Context: an optimization exercise on an open-source flow, tuned for small area. The choices shown serve that exercise and are no tape-out recipe. Function was checked by simulation only, so behaviour that the tests miss may differ from the original. Power figures rest on the tool's default switching activity, not on a simulated workload.

File: design/flow/design.v
module regfile_multiport #(
    parameter int XLEN     = 32,
    parameter int NREGS    = 32,
    parameter int NRD      = 2,
    parameter bit ZERO_REG = 1'b1,
    parameter bit BYPASS   = 1'b1,
    localparam int AW      = $clog2(NREGS)
) (
    input  logic                clk,
    input  logic                rst,
    input  logic [NRD*AW-1:0]   raddr,
    output logic [NRD*XLEN-1:0] rdata,
    input  logic                we,
    input  logic [AW-1:0]       waddr,
    input  logic [XLEN-1:0]     wdata,
    input  logic                sb_set,
    input  logic [AW-1:0]       sb_addr,
    input  logic                sb_flush,
    output logic [NREGS-1:0]    busy,
    input  logic                dump_req,
    output logic                dump_valid,
    input  logic                dump_ready,
    output logic [AW-1:0]       dump_addr,
    output logic [XLEN-1:0]     dump_data,
    output logic                dump_last,
    output logic                dump_done
);
    localparam logic [1:0]    S_IDLE   = 2'd0;
    localparam logic [1:0]    S_RUN    = 2'd1;
    localparam logic [1:0]    S_DONE   = 2'd2;
    localparam logic [AW-1:0] LAST_IDX = AW'(NREGS - 1);
    logic [XLEN-1:0]  regs [NREGS];
    logic             wr_en;
    logic [NREGS-1:0] busy_next;
    logic [1:0]       state;
    logic [AW-1:0]    idx;
    assign wr_en = we && !(ZERO_REG && waddr == '0);
    always_ff @(posedge clk) begin
        if (rst) begin
            for (int r = 0; r < NREGS; r++) begin
                regs[r] <= '0;
            end
        end else if (wr_en) begin
            regs[waddr] <= wdata;
        end
    end
    always_comb begin
        rdata = '0;
        for (int p = 0; p < NRD; p++) begin
            if (ZERO_REG && raddr[p*AW +: AW] == '0) begin
                rdata[p*XLEN +: XLEN] = '0;
            end else if (BYPASS && wr_en && waddr == raddr[p*AW +: AW]) begin
                rdata[p*XLEN +: XLEN] = wdata;
            end else begin
                rdata[p*XLEN +: XLEN] = regs[raddr[p*AW +: AW]];
            end
        end
    end
    always_comb begin
        busy_next = busy;
        for (int r = 0; r < NREGS; r++) begin
            if (sb_flush) begin
                busy_next[r] = 1'b0;
            end else if (sb_set && sb_addr == AW'(r)) begin
                busy_next[r] = 1'b1;
            end else if (we && waddr == AW'(r)) begin
                busy_next[r] = 1'b0;
            end
        end
        if (ZERO_REG) begin
            busy_next[0] = 1'b0;
        end
    end
    always_ff @(posedge clk) begin
        if (rst) begin
            busy <= '0;
        end else begin
            busy <= busy_next;
        end
    end
    always_ff @(posedge clk) begin
        if (rst) begin
            state <= S_IDLE;
            idx   <= '0;
        end else begin
            case (state)
                S_IDLE: begin
                    if (dump_req) begin
                        state <= S_RUN;
                        idx   <= '0;
                    end
                end
                S_RUN: begin
                    if (dump_ready) begin
                        if (idx == LAST_IDX) begin
                            state <= S_DONE;
                        end
                        idx <= idx + 1'b1;
                    end
                end
                S_DONE: begin
                    state <= S_IDLE;
                end
                default: begin
                    state <= S_IDLE;
                end
            endcase
        end
    end
    assign dump_valid = (state == S_RUN);
    assign dump_addr  = idx;
    assign dump_data  = regs[idx];
    assign dump_last  = dump_valid && (idx == LAST_IDX);
    assign dump_done  = (state == S_DONE);
endmodule
File: design/flow/run.sh
#!/bin/bash
# synth_recipe.tcl (not shown) runs the flow's synth.tcl, then flattens the netlist and writes it again
# the make line also repeats each setting of config.mk as NAME=value (left out here)
make -C /OpenROAD-flow-scripts/flow DESIGN_CONFIG=/design/flow/config.mk WORK_HOME=/design/flow/orfs CLKGATE_MAP_FILE= SYNTH_SCRIPT=/design/flow/synth_recipe.tcl finish
File: design/flow/config.mk
export PLATFORM = sky130hd
export DESIGN_NAME = regfile_multiport
export DESIGN_NICKNAME = regfile_multiport
export VERILOG_FILES = /design/flow/design.v
export SDC_FILE = /design/flow/constraint.sdc
export NUM_CORES = 4
export LEC_CHECK = 0
export CAP_MARGIN = 20
export CORE_MARGIN = 2
export CORE_UTILIZATION = 35
export SLEW_MARGIN = 20
File: design/flow/constraint.sdc
create_clock -name core_clock -period 6.5 [get_ports {clk}]
set_input_delay 1.3000 -clock core_clock [delete_from_list [all_inputs] [get_ports {clk}]]
set_output_delay 1.3000 -clock core_clock [all_outputs]
set_load 0.01 [all_outputs]
==> results of run 1 <==
## sequential cells by signal, indices dropped and copies added (netlist names), named ones only
signal  flops
busy       31
regs     1024
state       2
idx         5
## area by class of cell
class	count	area [sq um]	share of cell area
Clock buffer	131	2895	0.03886
Clock inverter	77	859.6	0.01154
Sequential cell	1067	31630	0.4244
Multi-Input combinational cell	3067	31660	0.4248
Timing Repair Buffer	441	4335	0.05818
Inverter	2	7.507	0.0001007
Antenna cell	12	30.03	0.0004030
Tap cell	2480	3103	0.04164
## path summary, 6_finish.rpt
path / end / slack, ps / start / cells after the start
min reg2reg: busy[12] / 480 / busy[12] / 2
min: busy[12] / 480 / busy[12] / 2
max reg2reg: flip-flop / 5070 / state[0] / 4
max: rdata[31] / 270 / raddr[3] / 8
## worst max-delay path, cell delays in order
cell and delay, ps:
sky130_fd_sc_hd__clkdlybuf4s50_1 730, sky130_fd_sc_hd__inv_1 500, sky130_fd_sc_hd__buf_4 300, sky130_fd_sc_hd__nor4_1 1040, sky130_fd_sc_hd__nor3_1 130, sky130_fd_sc_hd__buf_4 200
sky130_fd_sc_hd__nor2_1 150, sky130_fd_sc_hd__clkdlybuf4s50_1 570
## layer usage
metal,routed length (um),vias to the layer above
met5,58,-
met2,130800,3928
met3,31650,1083
li1,-,18230
met1,92730,24300
met4,25750,10
## synth_stat cells (36+ instances only)
| cell type | instances | area (sq um) |
|---|---|---|
| sky130_fd_sc_hd__buf_2 | 109 | 545.5 |
| sky130_fd_sc_hd__o21ai_0 | 94 | 470.5 |
| sky130_fd_sc_hd__nor3_1 | 36 | 180.2 |
| sky130_fd_sc_hd__o221ai_1 | 48 | 420.4 |
| sky130_fd_sc_hd__nand2_1 | 148 | 555.5 |
| sky130_fd_sc_hd__o22ai_1 | 121 | 757.0 |
| sky130_fd_sc_hd__dfxtp_1 | 43 | 860.8 |
| sky130_fd_sc_hd__nor2_1 | 83 | 311.6 |
| sky130_fd_sc_hd__mux2i_1 | 274 | 2743 |
| sky130_fd_sc_hd__clkbuf_1 | 335 | 1257 |
| sky130_fd_sc_hd__mux4_2 | 637 | 14350 |
| sky130_fd_sc_hd__a21oi_1 | 78 | 390.4 |
| sky130_fd_sc_hd__a211oi_1 | 57 | 427.9 |
| sky130_fd_sc_hd__mux2_2 | 203 | 2286 |
| sky130_fd_sc_hd__and2_1 | 996 | 6231 |
| sky130_fd_sc_hd__edfxtp_1 | 1024 | 30750 |
## cell families (layout without fill, tap and decap cells)
| kind of cell | count (synthesis) | in the layout |
|---|---|---|
| xor gates and xnor gates | 11 | 11 |
| DFF | 1067 | 1067 |
| AOI/OAI and AO/OA | 532 | 532 |
| adders and majority gates | 2 | 2 |
| buffers and inverters | 513 | 651 |
| and+or+nand+nor | 1375 | 1375 |
| other | 1 | 45 |
| muxes | 1114 | 1114 |
## report_power, final
part,leakage [nW],switching [mW],total [mW],internal [mW]
registers,10.1,0.294,8.20,7.91
clock network,1.80,2.96,6.79,3.82
logic,13.0,1.67,2.93,1.26
total,24.9,4.93,17.9,13.0
## cell usage in the layout, fill, tap and decap left out, types with 7 or more instances in the layout
cell type / n
sky130_fd_sc_hd__a2111oi_0: 12
sky130_fd_sc_hd__a211o_1: 15
sky130_fd_sc_hd__a211oi_1: 53
sky130_fd_sc_hd__a21oi_1: 78
sky130_fd_sc_hd__a221o_1: 26
sky130_fd_sc_hd__a221oi_1: 22
sky130_fd_sc_hd__a22o_1: 11
sky130_fd_sc_hd__a32o_1: 32
sky130_fd_sc_hd__and2_1: 996
sky130_fd_sc_hd__buf_12: 44
sky130_fd_sc_hd__buf_2: 8
sky130_fd_sc_hd__buf_4: 207
sky130_fd_sc_hd__bufinv_16: 16
sky130_fd_sc_hd__clkbuf_1: 18
sky130_fd_sc_hd__clkbuf_16: 113
sky130_fd_sc_hd__clkdlybuf4s50_1: 175
sky130_fd_sc_hd__clkinv_1: 20
sky130_fd_sc_hd__clkinv_2: 20
sky130_fd_sc_hd__clkinvlp_4: 12
sky130_fd_sc_hd__conb_1: 33
sky130_fd_sc_hd__dfxtp_1: 38
sky130_fd_sc_hd__diode_2: 12
sky130_fd_sc_hd__edfxtp_1: 1024
sky130_fd_sc_hd__mux2_2: 203
sky130_fd_sc_hd__mux2i_1: 274
sky130_fd_sc_hd__mux4_2: 637
sky130_fd_sc_hd__nand2_1: 147
sky130_fd_sc_hd__nand2b_1: 11
sky130_fd_sc_hd__nand3_1: 10
sky130_fd_sc_hd__nor2_1: 50
sky130_fd_sc_hd__nor2_4: 32
sky130_fd_sc_hd__nor2b_1: 18
sky130_fd_sc_hd__nor3_1: 35
sky130_fd_sc_hd__nor3b_1: 11
sky130_fd_sc_hd__nor4_1: 8
sky130_fd_sc_hd__o21ai_0: 92
sky130_fd_sc_hd__o221ai_1: 48
sky130_fd_sc_hd__o22ai_1: 121
sky130_fd_sc_hd__or2_2: 34
sky130_fd_sc_hd__xnor2_1: 7
==> results.txt, run 1 <==
busiest layer in global routing met2; non-filler cells, final 7277; GR met2 Demand/Resource 0.4631; count of maximum capacitance violations 0; Clock Root Buffer sky130_fd_sc_hd__clkbuf_16; f_max 0.1606 GHz; final setup TNS 0 ps; global-route track usage on met3 0.06590; parity-gate share of the synthesized area counting xor and xnor cells 0.001482; Worst Setup Slack post-DPL 389.5 ps; final setup violation count 0; vias in the first global route 46.29k; average footprint of a synthesized cell 14.09 sq um; global-route usage over all layers 0.2900; count of routing violations after the opening detailed-route iteration 7367; count of H-tree levels built during CTS 3; synthesized flop and latch total 1067; Post-Synthesis Cells 4615; Final Max Tran Viols 0; placed cell count 7057; Tcrit/Tclk final 0.9582; synthesized-area fraction occupied by and/or/nand/nor cells 0.1231; number of instances resized during post-cts repair 0; overflow left after global routing 0; Slew @ Worst Pin 1247 ps; final cell area excluding filler cells 74510 sq um; run status timing/DRC/antenna clean; Post-DP Area 70750 sq um; fraction of synthesis flops using an asynchronous set or reset pin 0; vias per cell 6.534; share of the synthesized area in compound gates (AO/OA/AOI/OAI) 0.05703; fill cell count 16.90k; Final Worst Setup Slack 271.8 ps; most instantiated flip-flop cell in the synthesis netlist sky130_fd_sc_hd__edfxtp_1; Total Die Area 189300 sq um; TritonCTS clock tree yes; fraction of final layout cells with drive strength greater than 1 0.2859; die width 435.0 um; power density of the placed cells 240.5 nW/um^2; worst setup path category input port to primary output; die span in y 435.0 um; dominant combinational cell family by area after synthesis multiplexers; wire length of the first global-routing pass 383.9 mm; data required time at the worst endpoint 5200 ps; Clock Sink Count 1067; highest fanout seen on the critical path 10; adder-cell share of the synthesized area 0.0003848; Slew HR 0.1612; hold buffer count at cts 0; met1 track demand over resource in global routing 0.3388; Core ar. 185000 sq um; Starting Density 0.3514; CTS Buf Count 113; worst hold path class flip-flop to flip-flop; Final Hold Vio Count 0; Synth-to-Final Area Change 14.59%; clock latency on the worst-skew pair 760 ps; sequential element share of the synthesized area 0.4861; clock slew seen by the registers of the worst setup and hold paths 60 ps; buffer count from post-CTS setup fixing 0; kind of launch point of the worst setup path input port; endpoint class of the critical path primary output; share of synthesized area spent on multiplexers 0.2979; share of the core filled with cells in the final layout 0.4027; final hold slack 478.8 ps; maximum buffer depth of the clock tree 3; Tot Pwr 17.92 mW; Post-Route WL 281.0 mm; count of input and output buffers 193; time the worst path needs with I/O delays and setup 6228 ps; antenna violations before repair 23; Final Net Count 4753; unrepaired setup endpoints after global routing no; standby leakage power 24.86 nW; count of cell types in the netlist 55; average detailed-routed wire length per instance 38.61 um; Netlist Area Pre-Place 65030 sq um; largest net degree at the start of global routing 72; count of flip-flops with a built-in enable after synthesis 1024; warnings from Yosys 1; I/O pin cnt 195; worst clock skew 2.213 ps; endpoint arrival time on the critical path 4930 ps; count of antenna-violating nets left after detailed routing 0; vias after detailed routing 47.55k; Post-DP HPWL 170.9 mm; highest ir drop seen on vdd 0.2060 mV; cell row count 158; Initial DRT Pass Iterations 6; global placer's final weighted congestion 0.9147; Remaining DRCs 0
==> run 2, diff against run 1 <==
==> design/flow/design.v (replaced) <==
module regfile_multiport #(
    parameter int XLEN     = 32,
    parameter int NREGS    = 32,
    parameter int NRD      = 2,
    parameter bit ZERO_REG = 1'b1,
    parameter bit BYPASS   = 1'b1,
    localparam int AW      = $clog2(NREGS)
) (
    input  logic                clk,
    input  logic                rst,
    input  logic [NRD*AW-1:0]   raddr,
    output logic [NRD*XLEN-1:0] rdata,
    input  logic                we,
    input  logic [AW-1:0]       waddr,
    input  logic [XLEN-1:0]     wdata,
    input  logic                sb_set,
    input  logic [AW-1:0]       sb_addr,
    input  logic                sb_flush,
    output logic [NREGS-1:0]    busy,
    input  logic                dump_req,
    output logic                dump_valid,
    input  logic                dump_ready,
    output logic [AW-1:0]       dump_addr,
    output logic [XLEN-1:0]     dump_data,
    output logic                dump_last,
    output logic                dump_done
);
    localparam int            R0       = ZERO_REG ? 1 : 0;
    localparam logic [AW-1:0] LAST_IDX = AW'(NREGS - 1);
    logic [XLEN-1:0]  regs [NREGS];
    logic [NREGS-1:0] wdec;        
    logic [NREGS-1:0] sdec;        
    logic [XLEN-1:0]  wd;          
    logic             wr_en;
    always_comb begin
        for (int r = 0; r < NREGS; r++) begin
            wdec[r] = we     && waddr   == AW'(r);
            sdec[r] = sb_set && sb_addr == AW'(r);
        end
    end
    assign wr_en = we && !(ZERO_REG && waddr == '0);
    assign wd    = wdata & {XLEN{~rst}};
    if (ZERO_REG) begin : g_x0
        assign regs[0] = '0;
    end
    for (genvar r = R0; r < NREGS; r++) begin : g_reg
        logic [XLEN-1:0] q;
        always_ff @(posedge clk) begin
            if (rst || wdec[r]) q <= wd;
        end
        assign regs[r] = q;
    end
    for (genvar p = 0; p < NRD; p++) begin : g_rd
        logic [AW-1:0]    a;
        logic             hit;
        logic [NREGS-1:0] sel;
        logic [XLEN-1:0]  acc;
        assign a   = raddr[p*AW +: AW];
        assign hit = BYPASS && wr_en && waddr == a;
        always_comb begin
            for (int r = 0; r < NREGS; r++) sel[r] = (a == AW'(r)) && !hit;
            sel[0] = hit;
        end
        logic [NREGS*XLEN-1:0] din;
        always_comb begin
            for (int r = 0; r < NREGS; r++) din[r*XLEN +: XLEN] = regs[r];
            din[0 +: XLEN] = wdata;
        end
        rf_aosel #(.XLEN(XLEN), .N(NREGS)) u_sel (.sel(sel), .din(din), .dout(acc));
        assign rdata[p*XLEN +: XLEN] = acc;
    end
    logic [NREGS-1:0] busy_q;
    logic             sb_clr;
    assign sb_clr = rst || sb_flush;
    always_ff @(posedge clk) begin
        for (int r = 0; r < NREGS; r++) begin
            busy_q[r] <= !sb_clr && (sdec[r] || (busy_q[r] && !wdec[r]));
        end
    end
    always_comb begin
        busy = busy_q;
        if (ZERO_REG) busy[0] = 1'b0;
    end
    logic          run, done;
    logic [AW-1:0] idx;
    logic          at_last;
    assign at_last = idx == LAST_IDX;
    always_ff @(posedge clk) begin
        if (rst) begin
            run  <= 1'b0;
            done <= 1'b0;
            idx  <= '0;
        end else begin
            done <= run && dump_ready && at_last;
            if (run) begin
                if (dump_ready) begin
                    if (at_last) run <= 1'b0;
                    idx <= idx + 1'b1;
                end
            end else if (!done && dump_req) begin
                run <= 1'b1;
            end
        end
    end
    logic [XLEN-1:0]       dacc;
    logic [NREGS-1:0]      dsel;
    logic [NREGS*XLEN-1:0] ddin;
    always_comb begin
        for (int r = 0; r < NREGS; r++) dsel[r] = idx == AW'(r);
        dsel[0] = 1'b0;
        for (int r = 0; r < NREGS; r++) ddin[r*XLEN +: XLEN] = regs[r];
    end
    rf_aosel #(.XLEN(XLEN), .N(NREGS)) u_dsel (.sel(dsel), .din(ddin), .dout(dacc));
    assign dump_valid = run;
    assign dump_addr  = idx;
    assign dump_data  = dacc;
    assign dump_last  = run && at_last;
    assign dump_done  = done;
endmodule
module rf_aosel #(
    parameter int XLEN = 32,
    parameter int N    = 32
) (
    input  logic [N-1:0]      sel,
    input  logic [N*XLEN-1:0] din,
    output logic [XLEN-1:0]   dout
);
    always_comb begin
        dout = '0;
        for (int i = 0; i < N; i++) dout = dout | ({XLEN{sel[i]}} & din[i*XLEN +: XLEN]);
    end
endmodule
--- a/design/flow/config.mk
+++ b/design/flow/config.mk
@@ -7,5 +7,6 @@
 export LEC_CHECK = 0
 export CAP_MARGIN = 20
 export CORE_MARGIN = 2
-export CORE_UTILIZATION = 35
+export CORE_UTILIZATION = 50
 export SLEW_MARGIN = 20
+export SYNTH_HIERARCHICAL = 1
==> run 2 against run 1 <==
Effect of this change:
- the layout now fails its checks (negative setup slack)
- design area shrank 20%
- first-iteration DRC count grew 44%
- sequential share of layout area grew 8.9 points
- critical path depth grew 2
- non-clock buffer count grew 64
- register-to-register slack lost 870 ps
- setup slack lost 410 ps
- total power shrank 6.3%
- hold slack lost 5.0 ps
- area after synthesis shrank 24%
- clock-buffer cell count grew 2
- via count shrank 1.3%
- critical endpoint is now rdata[8]
- largest power group unchanged
- highest routed layer unchanged
==> results.txt, run 2 <==
global-route usage over all layers 0.4999 (+0.2099); count of input and output buffers 193 (unchanged); Flop pwr share 0.498 (+0.040); Net Switching 4.432 mW (-10%); number of flip-flops under the largest register name 992 (-3.1%); cell family with the largest share of critical-path delay buffers and inverters; kind of launch point of the worst setup path input port; maximum single-stage delay on the critical path 900 ps (-140 ps); synthesized flop and latch total 1030 (-3.5%); overflow left after global routing 0 (unchanged); unrepaired setup endpoints after global routing no; CTS Buf Count 110 (-2.7%); Initial DRT Pass Iterations 11 (+5); Gate power share 0.104 (-0.059); Final Worst Setup Slack -139.3 ps (-411.2 ps); vias after detailed routing 46.94k (-1.3%); share of the core filled with cells in the final layout 0.6063 (+0.2036); largest net degree at the start of global routing 41 (-43%); maximum buffer depth of the clock tree 3 (unchanged); worst setup path category input port to primary output; wire length of the first global-routing pass 351.7 mm (-8.4%); worst hold path class flip-flop to flip-flop; placed cell count 5248 (-26%); top layer in use met5; vias per cell 8.562 (+31%); sum of routed wire segments on met1 83.57 mm (-9.9%); fraction of post-synthesis cell area in the top cell type by area 0.6040 (+0.1311); master of the slowest instance on the critical path sky130_fd_sc_hd__a211oi_4; final setup TNS -669.7 ps (-669.7 ps); most common cell after layout, fill and taps aside sky130_fd_sc_hd__a22oi_1; clock slew seen by the registers of the worst setup and hold paths 60 ps (about the same); global placer's final weighted congestion 1.016 (+11%); final cell area excluding filler cells 59500 sq um (-20%); standby leakage power 18.65 nW (-25%); Post-DP Area 55480 sq um (-22%); average footprint of a synthesized cell 13.03 sq um (-7.5%); Post-DP HPWL 159.5 mm (-6.7%); count of flip-flops with a built-in enable after synthesis 992 (-3.1%); Core ar. 98130 sq um (-47%); count of routing violations after the opening detailed-route iteration 10.61k (+44%); die width 318.1 um (-27%); top-count cell post-synth sky130_fd_sc_hd__a22oi_1; count of H-tree levels built during CTS 3 (unchanged); Pint 12.36 mW (-4.8%); count of maximum capacitance violations 0 (unchanged); clock latency on the worst-skew pair 740 ps (-20 ps); TritonCTS clock tree yes; cell row count 115 (-27%); warnings from Yosys 9 (+8); Post-Synthesis Cells 3786 (-18%); non-filler cells, final 5482 (-25%); Worst Setup Slack post-DPL -112.8 ps (-502.3 ps); endpoint arrival time on the critical path 5340 ps (+410 ps); Final Hold Vio Count 0 (unchanged); count of cell types in the netlist 47 (-15%); data required time at the worst endpoint 5200 ps (about the same); metal3 WL 46.45 mm (+47%); Violated Checks negative setup slack; Clock Sink Count 1030 (-3.5%); highest fanout seen on the critical path 18 (+8); Tcrit/Tclk final 1.021 (+0.06326); Post-Route WL 260.4 mm (-7.3%); register name with the most flops g.q; Slew HR 0.1305 (-0.03068); Synth-to-Final Area Change 20.63%; leading area contributor after synthesis sky130_fd_sc_hd__edfxtp_1; Cell Chain, Critical Path clkdlybuf4s50_1 -> or4_4 -> o2111a_2 -> buf_4 -> a211oi_4 -> buf_12 -> a22oi_1 -> nand4_1 -> or4_1 -> clkdlybuf4s50_1; Clock Root Buffer sky130_fd_sc_hd__clkbuf_16; count of buffering cells on the critical path with inverters included 4 (-1); fraction of final layout cells with drive strength greater than 1 0.1512 (-0.1347); run status complete, but fails checks; f_max 0.1506 GHz (-6.2%); Netlist Area Pre-Place 49320 sq um (-24%); count of antenna-violating nets left after detailed routing 0 (unchanged); final setup violation count 10 (+10); most frequent cells after synthesis 1536 x sky130_fd_sc_hd__a22oi_1, 992 x sky130_fd_sc_hd__edfxtp_1, 386 x sky130_fd_sc_hd__nand4_1, 178 x sky130_fd_sc_hd__clkbuf_1, 118 x sky130_fd_sc_hd__buf_2; Total Die Area 101200 sq um (-47%); worst clock skew 13.46 ps (+11.25 ps); highest ir drop seen on vdd 0.2400 mV (+17%); die span in y 318.1 um (-27%); Remaining DRCs 0 (unchanged); hold buffer count at cts 0 (unchanged); average detailed-routed wire length per instance 47.50 um (+23%); largest registers g.q: 992 flops, busy_q: 31 flops, idx: 5 flops; most instantiated flip-flop cell in the synthesis netlist sky130_fd_sc_hd__edfxtp_1; Final Max Tran Viols 0 (unchanged); sw frac 0.2638 (-0.01112); cell mode on critical path sky130_fd_sc_hd__clkdlybuf4s50_1; most frequent cells in the layout 1536 x sky130_fd_sc_hd__a22oi_1, 992 x sky130_fd_sc_hd__edfxtp_1, 386 x sky130_fd_sc_hd__nand4_1; vias in the first global route 44.60k (-3.6%); fraction of synthesis flops using an asynchronous set or reset pin 0 (unchanged); Starting Density 0.5026 (+0.1512); time the worst path needs with I/O delays and setup 6639 ps (+411.2 ps); antenna violations before repair 17 (-26%); endpoint class of the critical path primary output; I/O pin cnt 195 (unchanged); power density of the placed cells 282.3 nW/um^2 (+17%); Slew @ Worst Pin 1301 ps (+54.05 ps); sequential element share of the synthesized area 0.6194 (+0.1333); part of the total power dissipated in the clock network 0.399 (+0.020); Final Net Count 4159 (-12%); largest cells by area after synthesis sky130_fd_sc_hd__edfxtp_1 60%, sky130_fd_sc_hd__a22oi_1 23%, sky130_fd_sc_hd__nand4_1 4.9%; routed length on met2 105.7 mm (-19%)
## run 2: changes by cell type in the layout (fill, tap and decap cells not counted), sizes merged, moves of 47 or more
cell    change
a22oi    +1533
and2      -992
buf        +48
mux2      -203
mux2i     -274
mux4      -637
nand2      -71
nand4     +384
nor2       -47
o21ai      -64
o221ai     -48
o22ai     -121
or4        +96
## run 2: routing by layer
metal,vias up,GRT usage
li1,17070,-
met1,22560,0.5950
met2,5613,0.7024
met3,1676,0.2459
met4,23,0.3560
met5,-,0.01560
## run 2: final timing paths
check	start	end	slack [ps]	cells after the start
max	waddr[4]	rdata[8]	-140	10
min	busy_q[27]	busy_q[27]	470	2
max reg2reg	idx[0]	done	4200	5
min reg2reg	busy_q[27]	busy_q[27]	470	2
## run 2: power groups by stage
stage / Combinational [mW] / Clock (mW) / Sequential, mW
floorplan: 0.632 / 0 / 8.35
global placement: 1.60 / 0 / 8.44
detailed placement: 1.62 / 0 / 8.47
CTS: 1.63 / 6.66 / 8.34
global route: 1.72 / 6.91 / 8.41
finish: 1.74 / 6.69 / 8.36
## run 2: worst min-delay path, cell delays in order (launching register included)
cell and delay (ps):
sky130_fd_sc_hd__dfxtp_1 300, sky130_fd_sc_hd__o21ai_0 60, sky130_fd_sc_hd__a21oi_1 60
## run 2: cell type report
cell class | instances | area (sq um)
antenna | 9 | 22.52
tap | 1287 | 1610
inverter | 4 | 15.01
clock buffer | 133 | 2945
clock inverter | 71 | 823.3
multi-input combinational | 2443 | 18570
timing repair buffer | 505 | 4967
sequential | 1030 | 30550
fill | 7512 | 38630
## run 2: cell families (layout without fill, tap and decap cells)
logic type | count (synthesis) | after routing | share of synthesized area
AOI/OAI and AO/OA | 1700 | 1700 | 0.2559
and+or+nand+nor | 687 | 687 | 0.08518
adders and majority gates | 6 | 6 | 0.001522
xor gates and xnor gates | 12 | 12 | 0.002131
buffers and inverters | 350 | 713 | 0.03582
DFF | 1030 | 1030 | 0.6194
other | 1 | 47 | 0.00007603
## run 2: stage by stage
step	total power, mW	hold slack [ps]
finish	16.80	473.8
floorplan	8.984	498.3
detailed placement	10.09	468.3
global route	17.05	513.9
global placement	10.04	465.4
CTS	16.62	476.4
## run 2: timing repair
item                                    CTS  global route
setup buffers                             9            12
pin swaps                                 3             4
endpoints found under the hold margin     0             0
gates resized for setup                   0             1
endpoints found under the setup margin    5            11

## separate check: timing with driven ports
The results above use ideal ports. As a check the final layouts listed here were re-extracted and re-timed, cells and wires unchanged. Step 1, drivers: a clkbuf_16 drives clk and a buf_2 each remaining input, both assumed. Step 2 moves the port delays by t, midway between the first and last clock arrival at a register: inputs arrive t later, outputs are due t later. That takes back most of the time a late clock gives input paths. a / b / c = no drivers / after step 1 / after step 2; a / b = the first two.
run	t (ns)	setup WS [ns]	pins driven straight from the clock port
run 1	0.851	0.272 / 0.230 / 0.230	1
run 2	0.793	-0.139 / -0.163 / -0.163	1
The setup slack of run 1, which loses most, moves by -0.042 ns with the drivers and by -0.042 ns with both steps.
